Background: an optimization exercise with open tools, aiming at small area, a short achievable clock period and few clock cycles per item. Do not read the settings as production practice. RTL that was checked went through simulation tests only; none was proved equivalent to the original.

Setup of 07-11:
==> module sha256_core, before the edit <==
module sha256_core (
  input  logic        clk,
  input  logic        rst,
  input  logic        variant,
  input  logic        src_valid,
  input  logic [31:0] src_word,
  input  logic        src_len2,     
  output logic        want,         
  output logic        take,
  output logic        out_valid,
  input  logic        out_ready,
  output logic [31:0] out_word,
  output logic [2:0]  out_idx,
  output logic        out_last
);
  logic [15:0][31:0] w;
  logic [31:0] a, b, c, d, e, f, g, p;
  logic [3:0][31:0] ha, he;
  logic [5:0] r;
  logic       run, fin;
  logic       cur_first, cur_last;
  logic       have0;        
  logic       f_need, f_comp, f_61, f_62, f_63;
  logic [5:0] r_next;
  logic [31:0] w_new, s1, s0, ch, mj, a_new, e_new, sum_a, sum_e, hsel_a, hsel_e;
  logic [31:0] px, p_new;
  logic [31:0] t1s, t1c, e1s, e1c, a1s, a1c, a2s, a2c;
  logic        stall, adv, need, opt, start, new_first, fold, shift;
  logic [1:0]  fidx;
  always_comb begin
    need      = run && f_need;
    opt       = !have0 && (run ? (f_62 || f_63) : 1'b1);
    stall     = run && ((need && !src_valid) || (f_61 && out_valid));
    adv       = run && !stall;
    start     = !run && have0 && src_valid;
    new_first = !fin || cur_last;
    fold      = (adv && (f_61 || f_62 || f_63)) || (fin && (cur_last || start));
    want      = need || opt || (!run && have0);
    take      = want && src_valid;
    shift     = take || (adv && f_comp);
    if (adv) r_next = f_63 ? r : r + 6'd1;
    else if (start) r_next = 6'd0;
    else r_next = r;
  end
  assign w_new = sha256_pkg::ssig1(w[14]) + w[9] + sha256_pkg::ssig0(w[1]) + w[0];
  always_ff @(posedge clk) begin
    if (shift) begin
      for (int i = 0; i < 15; i++) w[i] <= w[i+1];
      w[15] <= take ? src_word : w_new;
    end
  end
  always_comb begin
    fidx = {f_61 || f_62, f_61 || (run && f_63)};
    hsel_a = cur_first ? sha256_pkg::iv_word(variant, {1'b0, fidx}) : ha[3];
    hsel_e = cur_first ? sha256_pkg::iv_word(variant, {1'b1, fidx}) : he[3];
    sum_a  = hsel_a + a;
    sum_e  = hsel_e + e;
  end
  always_ff @(posedge clk) begin
    if (fold) begin
      ha <= {ha[2:0], sum_a};
      he <= {he[2:0], sum_e};
    end
  end
  always_comb begin
    s1    = sha256_pkg::bsig1(e);
    s0    = sha256_pkg::bsig0(a);
    ch    = (e & f) ^ (~e & g);
    mj    = (a & b) ^ (a & c) ^ (b & c);
    t1s   = sha256_pkg::csa_s(p, ch, s1);
    t1c   = sha256_pkg::csa_c(p, ch, s1);
    e1s   = sha256_pkg::csa_s(t1s, t1c, d);
    e1c   = sha256_pkg::csa_c(t1s, t1c, d);
    a1s   = sha256_pkg::csa_s(t1s, t1c, mj);
    a1c   = sha256_pkg::csa_c(t1s, t1c, mj);
    a2s   = sha256_pkg::csa_s(a1s, a1c, s0);
    a2c   = sha256_pkg::csa_c(a1s, a1c, s0);
    a_new = sha256_pkg::add_ks(a2s, a2c);
    e_new = sha256_pkg::add_ks(e1s, e1c);
    px    = run ? g : (new_first ? sha256_pkg::iv_word(variant, 3'd7) : he[2]);
    p_new = px + sha256_pkg::k_const(r + 6'd1) + w[15];
  end
  always_ff @(posedge clk) begin
    if (adv) begin
      a <= a_new; b <= a; c <= b; d <= c;
      e <= e_new; f <= e; g <= f;
      p <= p_new;
    end else if (start) begin
      if (new_first) begin
        a <= sha256_pkg::iv_word(variant, 3'd0);
        b <= sha256_pkg::iv_word(variant, 3'd1);
        c <= sha256_pkg::iv_word(variant, 3'd2);
        d <= sha256_pkg::iv_word(variant, 3'd3);
        e <= sha256_pkg::iv_word(variant, 3'd4);
        f <= sha256_pkg::iv_word(variant, 3'd5);
        g <= sha256_pkg::iv_word(variant, 3'd6);
      end else begin
        a <= sum_a; b <= ha[0]; c <= ha[1]; d <= ha[2];
        e <= sum_e; f <= he[0]; g <= he[1];
      end
      p <= p_new;
    end
  end
  always_ff @(posedge clk) begin
    if (rst) begin
      run       <= 1'b0;
      fin       <= 1'b0;
      r         <= 6'd63;
      f_need    <= 1'b0;
      f_comp    <= 1'b0;
      f_61      <= 1'b0;
      f_62      <= 1'b0;
      f_63      <= 1'b1;
      cur_first <= 1'b1;
      cur_last  <= 1'b0;
      have0     <= 1'b0;
    end else begin
      r      <= r_next;
      f_need <= (r_next <= 6'd13);
      f_comp <= (r_next >= 6'd14) && (r_next <= 6'd61);
      f_61   <= (r_next == 6'd61);
      f_62   <= (r_next == 6'd62);
      f_63   <= (r_next == 6'd63);
      if (opt && src_valid) have0 <= 1'b1;
      else if (start) have0 <= 1'b0;
      if (adv) begin
        if (f_63) begin
          run <= 1'b0;
          fin <= 1'b1;
        end
      end else if (start) begin
        run       <= 1'b1;
        fin       <= 1'b0;
        cur_first <= new_first;
        cur_last  <= 1'b0;
      end else if (fin && cur_last) begin
        fin <= 1'b0;
      end
      if (adv && need && src_len2) cur_last <= 1'b1;
    end
  end
  always_comb begin
    out_word = out_idx[2] ? he[out_idx[1:0]] : ha[out_idx[1:0]];
    out_last = (out_idx == ((variant == sha256_pkg::VAR_SHA224) ? 3'd6 : 3'd7));
  end
  always_ff @(posedge clk) begin
    if (rst) begin
      out_valid <= 1'b0;
      out_idx   <= '0;
    end else if (fin && cur_last) begin
      out_valid <= 1'b1;
      out_idx   <= '0;
    end else if (out_valid && out_ready) begin
      out_idx <= out_idx + 3'd1;
      if (out_last) out_valid <= 1'b0;
    end
  end
endmodule
clock: 8.5 ns
lec_check: 0
cap_margin: 20
core_margin: 2
core_utilization: 40
setup_slack_margin: 3.0
slew_margin: 20
tns_end_percent: 100
run.sh (not shown) runs the stock make flow with config.mk's settings and CLKGATE_MAP_FILE= SYNTH_SCRIPT=/design/flow/synth_recipe.tcl, a recipe that flattens the netlist after the stock synthesis.
The final layout from 07-11, which completed every stage, passed the timing, DRC and antenna checks at the end of the flow.
Testbench counts of 07-11, summed over its fixed seeds: cycles 55,304, bytes 42,816.
Inputs modified between 07-11 and 01-24:
diff --git a/flow/design.v b/flow/design.v
--- a/flow/design.v
+++ b/flow/design.v
@@ -120,41 +120,37 @@
   logic [3:0][31:0] ha, he;
   logic [5:0] r;
   logic       run, fin;
   logic       cur_first, cur_last;
   logic       have0;        
-  logic       f_need, f_comp, f_61, f_62, f_63;
-  logic [5:0] r_next;
   logic [31:0] w_new, s1, s0, ch, mj, a_new, e_new, sum_a, sum_e, hsel_a, hsel_e;
   logic [31:0] px, p_new;
   logic [31:0] t1s, t1c, e1s, e1c, a1s, a1c, a2s, a2c;
   logic        stall, adv, need, opt, start, new_first, fold, shift;
   logic [1:0]  fidx;
   always_comb begin
-    need      = run && f_need;
-    opt       = !have0 && (run ? (f_62 || f_63) : 1'b1);
-    stall     = run && ((need && !src_valid) || (f_61 && out_valid));
+    need      = run && (r <= 6'd13);
+    opt       = !have0 && (run ? (r >= 6'd62) : 1'b1);
+    stall     = run && ((need && !src_valid) || (r == 6'd61 && out_valid));
     adv       = run && !stall;
     start     = !run && have0 && src_valid;
     new_first = !fin || cur_last;
-    fold      = (adv && (f_61 || f_62 || f_63)) || (fin && (cur_last || start));
+    fold      = (adv && r >= 6'd61) || (fin && (cur_last || start));
     want      = need || opt || (!run && have0);
     take      = want && src_valid;
-    shift     = take || (adv && f_comp);
-    if (adv) r_next = f_63 ? r : r + 6'd1;
-    else if (start) r_next = 6'd0;
-    else r_next = r;
+    shift     = take || (adv && r >= 6'd14 && r <= 6'd61);
   end
   assign w_new = sha256_pkg::ssig1(w[14]) + w[9] + sha256_pkg::ssig0(w[1]) + w[0];
   always_ff @(posedge clk) begin
     if (shift) begin
       for (int i = 0; i < 15; i++) w[i] <= w[i+1];
       w[15] <= take ? src_word : w_new;
     end
   end
   always_comb begin
-    fidx = {f_61 || f_62, f_61 || (run && f_63)};
+    if (run) fidx = (r == 6'd61) ? 2'd3 : (r == 6'd62) ? 2'd2 : 2'd1;
+    else     fidx = 2'd0;
     hsel_a = cur_first ? sha256_pkg::iv_word(variant, {1'b0, fidx}) : ha[3];
     hsel_e = cur_first ? sha256_pkg::iv_word(variant, {1'b1, fidx}) : he[3];
     sum_a  = hsel_a + a;
     sum_e  = hsel_e + e;
   end
@@ -206,35 +202,27 @@
   always_ff @(posedge clk) begin
     if (rst) begin
       run       <= 1'b0;
       fin       <= 1'b0;
       r         <= 6'd63;
-      f_need    <= 1'b0;
-      f_comp    <= 1'b0;
-      f_61      <= 1'b0;
-      f_62      <= 1'b0;
-      f_63      <= 1'b1;
       cur_first <= 1'b1;
       cur_last  <= 1'b0;
       have0     <= 1'b0;
     end else begin
-      r      <= r_next;
-      f_need <= (r_next <= 6'd13);
-      f_comp <= (r_next >= 6'd14) && (r_next <= 6'd61);
-      f_61   <= (r_next == 6'd61);
-      f_62   <= (r_next == 6'd62);
-      f_63   <= (r_next == 6'd63);
       if (opt && src_valid) have0 <= 1'b1;
       else if (start) have0 <= 1'b0;
       if (adv) begin
-        if (f_63) begin
+        if (r == 6'd63) begin
           run <= 1'b0;
           fin <= 1'b1;
+        end else begin
+          r <= r + 6'd1;
         end
       end else if (start) begin
         run       <= 1'b1;
         fin       <= 1'b0;
+        r         <= 6'd0;
         cur_first <= new_first;
         cur_last  <= 1'b0;
       end else if (fin && cur_last) begin
         fin <= 1'b0;
       end
## What came out
Result: PASS for each of 01-24 and 07-11
On 01-24: count of non-CTS inverters in the layout is 2 higher than what 07-11 gave.
01-24 vs 07-11: clock-buffer cell count down in 01-24
01-24 -> 07-11: core occupancy in the finished layout flat
In 01-24 the worst slew margin relative to its limit turned out 6.1 points higher than in 07-11.
07-11 -> 01-24: fraction of registers with async set or reset after synthesis delta 0, exact match
The layout-stage area growth over the synthesis result reported for 01-24 is greater than that of 07-11 by 0.22 points.
Share of cell area taken by flip-flops and latches of 07-11 is on par with 01-24.
Function not checked in 01-24: the RTL went through the layout flow alone.

==> port drivers added, routing unchanged <==
In the flow no input, the clock included, has a driving cell. The finished layouts below were timed again as built, in two steps.
Step 1 assumes that a clkbuf_16 drives the clock port and a buf_2 every other input.
Step 2 also shifts input and output timing later by t, the mid clock arrival at the registers, as if the neighbouring blocks saw the same clock.
Slacks: no drivers / after step 1 / after step 2; pairs: no drivers / after step 1.
| run | shift t [ns] | slack for setup (ns) | hold WS [ns] | slew at the worst register clock pin (ns) | worst data-port slew with drivers (ns) |
|---|---|---|---|---|---|
| 07-11 | 0.832 | 2.891 / 2.891 / 2.891 | 0.348 / 0.348 / 0.348 | 0.07 / 0.07 | 0.06 |
| 01-24 | 0.854 | 2.908 / 2.908 / 2.908 | 0.392 / 0.392 / 0.392 | 0.07 / 0.07 | 0.16 |
After both steps every run listed still meets setup and hold.
